Source: an optimization exercise on an open RTL-to-GDS flow (aim: a short achievable clock period and few clock cycles). Production flows keep margins and buffers that such runs may drop. Function was checked by simulation only, so behaviour that the tests miss may differ from the original. Power figures rest on the tool's default switching activity, not on a simulated workload.

## design/flow/config.mk

```make
export PLATFORM = sky130hd
export DESIGN_NAME = arm_mc_core
export DESIGN_NICKNAME = arm_mc_core
export VERILOG_FILES = /design/flow/design.v
export SDC_FILE = /design/flow/constraint.sdc
export NUM_CORES = 4
export LEC_CHECK = 0
export CAP_MARGIN = 20
export CORE_MARGIN = 2
export CORE_UTILIZATION = 25
export SLEW_MARGIN = 20
```

## design/flow/design.v

```verilog
package arm_pkg;
   localparam logic [3:0] COND_EQ = 4'h0, COND_NE = 4'h1, COND_CS = 4'h2, COND_CC = 4'h3,
                          COND_MI = 4'h4, COND_PL = 4'h5, COND_VS = 4'h6, COND_VC = 4'h7,
                          COND_HI = 4'h8, COND_LS = 4'h9, COND_GE = 4'hA, COND_LT = 4'hB,
                          COND_GT = 4'hC, COND_LE = 4'hD, COND_AL = 4'hE, COND_NV = 4'hF;
   localparam logic [3:0] OP_AND = 4'h0, OP_EOR = 4'h1, OP_SUB = 4'h2, OP_RSB = 4'h3,
                          OP_ADD = 4'h4, OP_ADC = 4'h5, OP_SBC = 4'h6, OP_RSC = 4'h7,
                          OP_TST = 4'h8, OP_TEQ = 4'h9, OP_CMP = 4'hA, OP_CMN = 4'hB,
                          OP_ORR = 4'hC, OP_MOV = 4'hD, OP_BIC = 4'hE, OP_MVN = 4'hF;
   localparam logic [1:0] SH_LSL = 2'd0, SH_LSR = 2'd1, SH_ASR = 2'd2, SH_ROR = 2'd3;
   localparam logic [1:0] FETCH = 2'd0, EXEC = 2'd1, MEM = 2'd2, HALT = 2'd3;
   localparam int F_COND = 28;
   localparam int F_RN   = 16;
   localparam int F_RD   = 12;
   localparam int F_RM   = 0;
   localparam int B_I    = 25;
   localparam int B_P    = 24;
   localparam int B_U    = 23;
   localparam int B_B    = 22;
   localparam int B_W    = 21;
   localparam int B_L    = 20;
   localparam int B_S    = 20;
   localparam int B_LINK = 24;
   localparam int B_REGSH = 4;
endpackage
import arm_pkg::*;
module arm_alu
(
   input  logic [3:0]  opcode,
   input  logic        imm_op,
   input  logic [7:0]  imm8,
   input  logic [6:0]  shift_field,    
   input  logic [31:0] rn_val,
   input  logic [31:0] rm_val,
   input  logic        c_in,
   input  logic        v_in,
   output logic [31:0] result,
   output logic [3:0]  nzcv_out
);
   function automatic logic [31:0] ror32(input logic [31:0] x, input logic [4:0] k);
      ror32 = (x >> k) | (x << (6'd32 - {1'b0, k}));
   endfunction
   logic [3:0]  rot;
   logic [4:0]  amt;
   logic [1:0]  sh_type;
   logic [31:0] sh_val;
   logic        sh_c;
   logic [32:0] tmp33;
   logic [31:0] a, b;
   logic        cin, arith;
   logic [32:0] sum;
   assign rot     = shift_field[6:3];
   assign amt     = shift_field[6:2];
   assign sh_type = shift_field[1:0];
   always_comb begin
      sh_val = rm_val;
      sh_c   = c_in;
      tmp33  = '0;
      if (imm_op) begin
         sh_val = ror32({24'd0, imm8}, {rot, 1'b0});
         if (rot != 4'd0) sh_c = sh_val[31];
      end else begin
         case (sh_type)
            SH_LSL: begin
               if (amt != 5'd0) begin
                  tmp33  = {1'b0, rm_val} << amt;
                  sh_val = tmp33[31:0];
                  sh_c   = tmp33[32];
               end
            end
            SH_LSR: begin
               if (amt == 5'd0) begin
                  sh_val = '0;
                  sh_c   = rm_val[31];
               end else begin
                  tmp33  = {rm_val, 1'b0} >> amt;
                  sh_val = tmp33[32:1];
                  sh_c   = tmp33[0];
               end
            end
            SH_ASR: begin
               if (amt == 5'd0) begin
                  sh_val = {32{rm_val[31]}};
                  sh_c   = rm_val[31];
               end else begin
                  tmp33  = $signed({rm_val, 1'b0}) >>> amt;
                  sh_val = tmp33[32:1];
                  sh_c   = tmp33[0];
               end
            end
            default: begin
               if (amt == 5'd0) begin
                  sh_val = {c_in, rm_val[31:1]};
                  sh_c   = rm_val[0];
               end else begin
                  sh_val = ror32(rm_val, amt);
                  sh_c   = sh_val[31];
               end
            end
         endcase
      end
   end
   always_comb begin
      a     = rn_val;
      b     = sh_val;
      cin   = 1'b0;
      arith = 1'b1;
      case (opcode)
         OP_SUB, OP_CMP: begin b = ~sh_val; cin = 1'b1; end
         OP_RSB:         begin a = sh_val; b = ~rn_val; cin = 1'b1; end
         OP_ADD, OP_CMN: ;
         OP_ADC:         cin = c_in;
         OP_SBC:         begin b = ~sh_val; cin = c_in; end
         OP_RSC:         begin a = sh_val; b = ~rn_val; cin = c_in; end
         default:        arith = 1'b0;
      endcase
      sum = {1'b0, a} + {1'b0, b} + {32'd0, cin};
      case (opcode)
         OP_AND, OP_TST: result = rn_val & sh_val;
         OP_EOR, OP_TEQ: result = rn_val ^ sh_val;
         OP_ORR:         result = rn_val | sh_val;
         OP_MOV:         result = sh_val;
         OP_BIC:         result = rn_val & ~sh_val;
         OP_MVN:         result = ~sh_val;
         default:        result = sum[31:0];
      endcase
      nzcv_out[3] = result[31];
      nzcv_out[2] = (result == 32'd0);
      nzcv_out[1] = arith ? sum[32] : sh_c;
      nzcv_out[0] = arith ? ((a[31] == b[31]) && (sum[31] != a[31])) : v_in;
   end
endmodule
import arm_pkg::*;
module arm_mc_core
#(
   parameter int          ARCH          = 32,
   parameter logic [31:0] RESET_PC      = 32'h0,
   parameter bit          HALT_ON_UNDEF = 1'b1
) (
   input  logic        clk,
   input  logic        reset_n,
   input  logic [31:0] inst,
   input  logic        inst_valid,
   output logic [31:0] pc,
   input  logic [31:0] inM,
   input  logic        mem_ready,
   output logic [31:0] outM,
   output logic        writeM,
   output logic        readM,
   output logic [31:0] addressM,
   output logic        halted
);
   function automatic logic cond_pass(input logic [3:0] cond, input logic [3:0] nzcv);
      logic n, z, c, v, r;
      {n, z, c, v} = nzcv;
      case (cond)
         COND_EQ: r = z;
         COND_NE: r = !z;
         COND_CS: r = c;
         COND_CC: r = !c;
         COND_MI: r = n;
         COND_PL: r = !n;
         COND_VS: r = v;
         COND_VC: r = !v;
         COND_HI: r = c && !z;
         COND_LS: r = !c || z;
         COND_GE: r = (n == v);
         COND_LT: r = (n != v);
         COND_GT: r = !z && (n == v);
         COND_LE: r = z || (n != v);
         COND_AL: r = 1'b1;
         default: r = 1'b0;
      endcase
      cond_pass = r;
   endfunction
   if (ARCH != 32) begin : g_bad_arch
      $fatal(1, "arm_mc_core: ARCH must be 32");
   end
   logic [31:0] pc_q, ir_q, ir_pc8_q;
   logic        ir_v_q;
   logic        halted_q;
   logic        wait_pc_q;                 
   logic [3:0]  nzcv_q;
   logic [31:0] regs_q [0:14];
   logic        rd_q, wr_q, m_pc_q;
   logic [3:0]  m_rd_q;
   logic [31:0] addr_q, outm_q;
   logic [3:0]  rn_idx, rd_idx, rm_idx;
   logic [31:0] rn_val, rd_val, rm_val;
   logic [31:0] alu_result;
   logic [3:0]  alu_nzcv;
   logic        is_dp, is_ls, is_br, is_undef, is_test, cond_ok;
   assign rn_idx = ir_q[F_RN +: 4];
   assign rd_idx = ir_q[F_RD +: 4];
   assign rm_idx = ir_q[F_RM +: 4];
   assign rn_val = (rn_idx == 4'd15) ? ir_pc8_q : regs_q[rn_idx];
   assign rd_val = (rd_idx == 4'd15) ? ir_pc8_q : regs_q[rd_idx];
   assign rm_val = (rm_idx == 4'd15) ? ir_pc8_q : regs_q[rm_idx];
   assign is_dp    = (ir_q[27:26] == 2'b00) && (ir_q[B_I] || !ir_q[B_REGSH]);
   assign is_ls    = (ir_q[27:26] == 2'b01) && !ir_q[B_I] && ir_q[B_P] && !ir_q[B_B] && !ir_q[B_W];
   assign is_br    = (ir_q[27:25] == 3'b101);
   assign is_undef = (ir_q[F_COND +: 4] == COND_NV) || !(is_dp || is_ls || is_br);
   assign is_test  = (ir_q[24:23] == 2'b10);
   assign cond_ok  = cond_pass(ir_q[F_COND +: 4], nzcv_q);
   arm_alu u_alu (
      .opcode      (ir_q[24:21]),
      .imm_op      (ir_q[B_I]),
      .imm8        (ir_q[7:0]),
      .shift_field (ir_q[11:5]),
      .rn_val      (rn_val),
      .rm_val      (rm_val),
      .c_in        (nzcv_q[1]),
      .v_in        (nzcv_q[0]),
      .result      (alu_result),
      .nzcv_out    (alu_nzcv)
   );
   logic m_busy, m_done, m_free, m_ld;
   assign m_busy = rd_q | wr_q;
   assign m_done = m_busy & mem_ready;
   assign m_free = !m_busy | mem_ready;
   assign m_ld   = rd_q & !m_pc_q;
   logic ld_hz;
   assign ld_hz = m_ld && ((m_rd_q == rn_idx) || (m_rd_q == rm_idx) || (m_rd_q == rd_idx) ||
                           (is_br && ir_q[B_LINK] && m_rd_q == 4'd14));
   logic        x_v, x_go, x_redirect, x_halt, x_issue;
   logic [31:0] x_target, br_target, ls_addr;
   logic        rf_we;
   logic [3:0]  rf_waddr;
   logic [31:0] rf_wdata;
   logic [3:0]  nzcv_d;
   assign br_target = ir_pc8_q + {{6{ir_q[23]}}, ir_q[23:0], 2'b00};
   assign ls_addr   = ir_q[B_U] ? rn_val + {20'd0, ir_q[11:0]} : rn_val - {20'd0, ir_q[11:0]};
   always_comb begin
      x_v        = ir_v_q && !halted_q;
      x_go       = 1'b0;
      x_redirect = 1'b0;
      x_halt     = 1'b0;
      x_issue    = 1'b0;
      x_target   = br_target;
      rf_we      = 1'b0;
      rf_waddr   = rd_idx;
      rf_wdata   = alu_result;
      nzcv_d     = nzcv_q;
      if (x_v) begin
         if (is_undef) begin
            if (!m_busy) begin
               x_go   = 1'b1;
               x_halt = HALT_ON_UNDEF;
            end
         end else if (!cond_ok) begin
            x_go = 1'b1;
         end else if (ld_hz) begin
            x_go = 1'b0;
         end else if (is_dp) begin
            x_go = 1'b1;
            if (ir_q[B_S] || is_test) nzcv_d = alu_nzcv;
            if (!is_test) begin
               if (rd_idx == 4'd15) begin
                  x_redirect = 1'b1;
                  x_target   = {alu_result[31:2], 2'b00};
               end else begin
                  rf_we = 1'b1;
               end
            end
         end else if (is_ls) begin
            if (m_free) begin
               x_go    = 1'b1;
               x_issue = 1'b1;
            end
         end else begin
            x_go       = 1'b1;
            x_redirect = 1'b1;
            if (ir_q[B_LINK]) begin
               rf_we    = 1'b1;
               rf_waddr = 4'd14;
               rf_wdata = ir_pc8_q - 32'd4;
            end
         end
      end
   end
   always_ff @(posedge clk or negedge reset_n) begin
      if (!reset_n) begin
         pc_q      <= RESET_PC;
         ir_q      <= '0;
         ir_v_q    <= 1'b0;
         ir_pc8_q  <= '0;
         halted_q  <= 1'b0;
         wait_pc_q <= 1'b0;
         nzcv_q    <= '0;
      end else begin
         nzcv_q <= nzcv_d;
         if (x_halt) begin
            halted_q <= 1'b1;
            ir_v_q   <= 1'b0;
            pc_q     <= ir_pc8_q - 32'd8;
         end else if (x_redirect) begin
            ir_v_q <= 1'b0;
            pc_q   <= x_target;
         end else if (x_issue && ir_q[B_L] && rd_idx == 4'd15) begin
            ir_v_q    <= 1'b0;
            wait_pc_q <= 1'b1;
         end else if (wait_pc_q) begin
            if (m_done) begin
               wait_pc_q <= 1'b0;
               pc_q      <= {inM[31:2], 2'b00};
            end
         end else if (!halted_q && (!ir_v_q || x_go)) begin
            ir_v_q <= inst_valid;
            if (inst_valid) begin
               ir_q     <= inst;
               ir_pc8_q <= pc_q + 32'd8;
               pc_q     <= pc_q + 32'd4;
            end
         end
      end
   end
   always_ff @(posedge clk or negedge reset_n) begin
      if (!reset_n) begin
         rd_q   <= 1'b0;
         wr_q   <= 1'b0;
         m_pc_q <= 1'b0;
         m_rd_q <= '0;
         addr_q <= '0;
         outm_q <= '0;
      end else begin
         if (x_issue) begin
            rd_q   <= ir_q[B_L];
            wr_q   <= !ir_q[B_L];
            m_pc_q <= (rd_idx == 4'd15);
            m_rd_q <= rd_idx;
            addr_q <= ls_addr;
            outm_q <= rd_val;
         end else if (mem_ready) begin
            rd_q <= 1'b0;
            wr_q <= 1'b0;
         end
      end
   end
   always_ff @(posedge clk or negedge reset_n) begin
      if (!reset_n) begin
         for (int i = 0; i < 15; i++) regs_q[i] <= '0;
      end else begin
         for (int i = 0; i < 15; i++) begin
            if (rf_we && rf_waddr == 4'(i))
               regs_q[i] <= rf_wdata;
            else if (m_done && m_ld && m_rd_q == 4'(i))
               regs_q[i] <= inM;
         end
      end
   end
   assign pc       = pc_q;
   assign readM    = rd_q;
   assign writeM   = wr_q;
   assign addressM = addr_q;
   assign outM     = outm_q;
   assign halted   = halted_q;
endmodule
```

## design/flow/run.sh

```bash
#!/bin/bash
# synth_recipe.tcl (not shown) runs the flow's synth.tcl, then flattens the netlist and writes it again
# the make line also repeats each setting of config.mk as NAME=value (left out here)
make -C /OpenROAD-flow-scripts/flow DESIGN_CONFIG=/design/flow/config.mk WORK_HOME=/design/flow/orfs CLKGATE_MAP_FILE= SYNTH_SCRIPT=/design/flow/synth_recipe.tcl finish
```

## design/flow/constraint.sdc

```tcl
create_clock -name core_clock -period 12.0 [get_ports {clk}]
set_input_delay 2.4000 -clock core_clock [delete_from_list [all_inputs] [get_ports {clk}]]
set_output_delay 2.4000 -clock core_clock [all_outputs]
set_load 0.01 [all_outputs]
```

==> metrics.yaml <==
route.detailed.drc: 0
syn_area_per_cell_sq_um: 7.88
tns_ps: 0
place_congestion: 1.09
ys_seq_area_frac: 0.273
fillCellCount: 25500
h-tree-depth: 3
syn_nets: 7826
vias: 71000
p_int_w: 0.00376
relSlewSlack: 0.101
synth_top_area_frac: 0.273
rsz0062_at_grt: "no"
worstSetupPathType: "register to register"
cts_resized: 0
worst_pin_slew_ps: 1340
clk-insertion-delay-late_ps: 820
cts_buffer_depth: 3
cts_tree: "built"
core_region_area_sq_um: 238000
dieArea_sq_um: 244000
clock_power_share: 0.533
cp-end-kind: "register"
grt_start_max_net_pins: 172
cpMaxStageDelayCell: "o311ai_0"
required_ps: 12660
drtPass1Iterations: 14
status: "no timing/DRC/antenna violations"
drtIter0Drc: 14300
hp-class: "register to register"
io_buffers: 166
synth_ff_type: "dfrtp_1"
syn_inst: 7617
p_seq_frac: 0.437
arrival_ps: 11510
synth_top_cell_by_area: "dfrtp_1"
antenna_found_initial: 40
combPwrFrac: 0.030
wl_per_cell_microns: 38.6
drive_gt1_frac: 0.127
yosys-top-cells-area: "dfrtp_1, mux2i_1, a21oi_1"
grt_first_pass_wirelength_microns: 560000
p_per_area_nw_per_um2: 73.0
syn_to_final_growth_pct: 15.2
io_pins: 167
p_sw_w: 0.00128
period_minus_slack_ps: 10850
num_rows: 179
slowest_delay_ps: 1140
setup_violations: 0
layout_common_cells: "nand2_1, nor2_1, a21oi_1, dfrtp_1, o21ai_0"
cts_setup_buffers: 0
cts_buffers: 80
synth-edff-count: 0
finalMaxSlewViolations: 0
swShare: 0.254
cap_violations: 0
cts_sinks: 654
clockRootBuffer: "clkbuf_16"
vias_per_cell: 6.58
fin_crit_sh: 0.905
critPathMaxFanout: 45
track_usage: 0.326
path_clk_slew_ps: 60
ys_warn_count: 3
dpl.hpwl_microns: 297000
fin_util: 0.290
syn-cell-area_sq_um: 60000
setup_ws_ps: 1150
dieWidth_microns: 494
dpl-instance-area_sq_um: 66200
grt_pass1_vias: 65000
synth_cell_types: 118
post-place-ws_ps: 1620
p_leak_nw: 25.8
startpoint_type: "register"
drtAntennaViolNets: 0
overflow: 0
synth_seq_cells: 654
whs_ps: 481
hold_viol_final: 0
routed_wl_microns: 417000
fmax_mhz: 92.1
start_util: 0.252
clock_skew_ps: 116
peakVddDrop_v: 0.000120
async_reset_ff_frac: 1.00
hold_buffers: 0
layout_commonest_cell: "nand2_1"
layout.nets: 7741
die_h_microns: 494
final_area_sq_um: 69100
power by group through the flow:
stage               combinational [W]  sequential [W]  clock (W)
floorplan                   0.0000229         0.00225          0
global placement             0.000145         0.00225          0
detailed placement           0.000146         0.00225          0
CTS                          0.000147         0.00221    0.00270
global route                 0.000156         0.00220    0.00278
finish                       0.000149         0.00221    0.00269
worst max-delay path: cells and delay by family (launching register included):
kind / cells / cell delay (ps)
mux: 2 / 870
buf+inv: 5 / 1510
simple gates: 6 / 1390
flops: 1 / 570
xor+xnor: 1 / 140
compound gates: 16 / 5170
fa+ha+maj: 2 / 1040
metal layers:
metal,vias to the layer above,global-route usage,part of all wire,routed length (microns)
met4,40,0.257,0.10,42000
met1,34400,0.395,0.36,152000
li1,28500,-,-,-
met2,6187,0.459,0.40,165000
met5,-,0.00274,0.00089,369
met3,1825,0.127,0.14,57000
per-stage QoR:
step | total power (W) | cells
floorplan | 0.00227 | 7617
global placement | 0.00239 | 10600
detailed placement | 0.00239 | 10600
CTS | 0.00505 | 10800
global route | 0.00514 | 10800
finish | 0.00504 | 10800
area by class of cell:
class | instances | area [sq um] | share of cell area
flip-flops and latches | 654 | 16400 | 0.237
diodes | 24 | 60.1 | 0.000869
repair buffers | 551 | 4690 | 0.0679
inverters | 112 | 420 | 0.00608
clock buffers | 115 | 2280 | 0.0330
well taps | 3167 | 3960 | 0.0573
clock inverters | 32 | 547 | 0.00791
multi-input cells | 6133 | 40800 | 0.590
flip-flops by register name, indices dropped and copies added, names as in the netlist:
signal,flops
rd_q,1
wait_pc_q,1
wr_q,1
m_rd_q,4
halted_q,1
outm_q,32
m_pc_q,1
ir_v_q,1
addr_q,32
regs_q,480
nzcv_q,4
ir_pc8_q,32
pc_q,32
ir_q,32
kinds of logic after synthesis:
group	Yosys count	synth area share
muxes	710	0.129
adders and majority gates	142	0.0301
AOI/OAI and AO/OA	2737	0.305
and+or+nand+nor	2329	0.174
DFF	654	0.273
xor gates and xnor gates	215	0.0314
buffers and inverters	830	0.0576
Yosys cell counts (all sizes together), types with 21 or more instances:
master and count:
o21ai 576, o211ai 76, a31oi 127, a211o 21, nand4 92, dfrtp 654, or3 29, inv 110
a222oi 64, a22o 75, or2 29, and3 69, o22ai 117, clkbuf 551, nand3 124, nand2 794
nor2 805, buf 167, o31ai 32, a211oi 98, o21a 26, a21o 32, a221oi 86, nor4 32
nor3 149, nand2b 51, mux4 31, o221ai 75, a21oi 665, xor2 110, o41ai 21, mux2i 474
and2 40, a22oi 374, o2bb2ai 22, xnor2 105, mux2 205, nor2b 37, ha 137
path summary, 6_finish.rpt:
kind,from,endpoint,slack (ps),cells after the start
max,ir_q[1]$_DFFE_PN0P_,regs_q[11][31]$_DFFE_PN0P_,1150,32
min,addr_q[30]$_DFFE_PN0P_,addr_q[30]$_DFFE_PN0P_,480,2
max reg2reg,ir_q[1]$_DFFE_PN0P_,regs_q[11][31]$_DFFE_PN0P_,1150,32
min reg2reg,addr_q[30]$_DFFE_PN0P_,addr_q[30]$_DFFE_PN0P_,480,2
max in group asynchronous,reset_n,ir_q[23]$_DFFE_PN0P_,7990,3
min in group asynchronous,reset_n,regs_q[4][23]$_DFFE_PN0P_,1670,1
Testbench counts, summed over its fixed seeds: cycles 26,411.

-- port drivers added, routing unchanged --
The results above use ideal ports. As a check the final layout listed here was re-extracted and re-timed, cells and wires unchanged.
Step 1: set_driving_cell puts a clkbuf_16 on clk and a buf_2 on each other input, an assumption about the parent block.
Step 2 times the ports against the registers' clock, not the clock port: input delays grow and output delays shrink by t, the midpoint of the rising clock arrivals with the driver on.
Slacks: ideal / step 1 / step 2; pairs: ideal / step 1.
t (ns): 0.853
setup slack, ns: 1.146 / 1.146 / 1.146
worst setup path after step 2: register to register
latest minus earliest clock arrival (ns): 0.116 / 0.116
cell pins on the clock port's net: 1
After both steps this run still meets setup and hold. For this run, drivers alone change the setup slack by 0.000 ns; drivers and shift together by 0.000 ns.
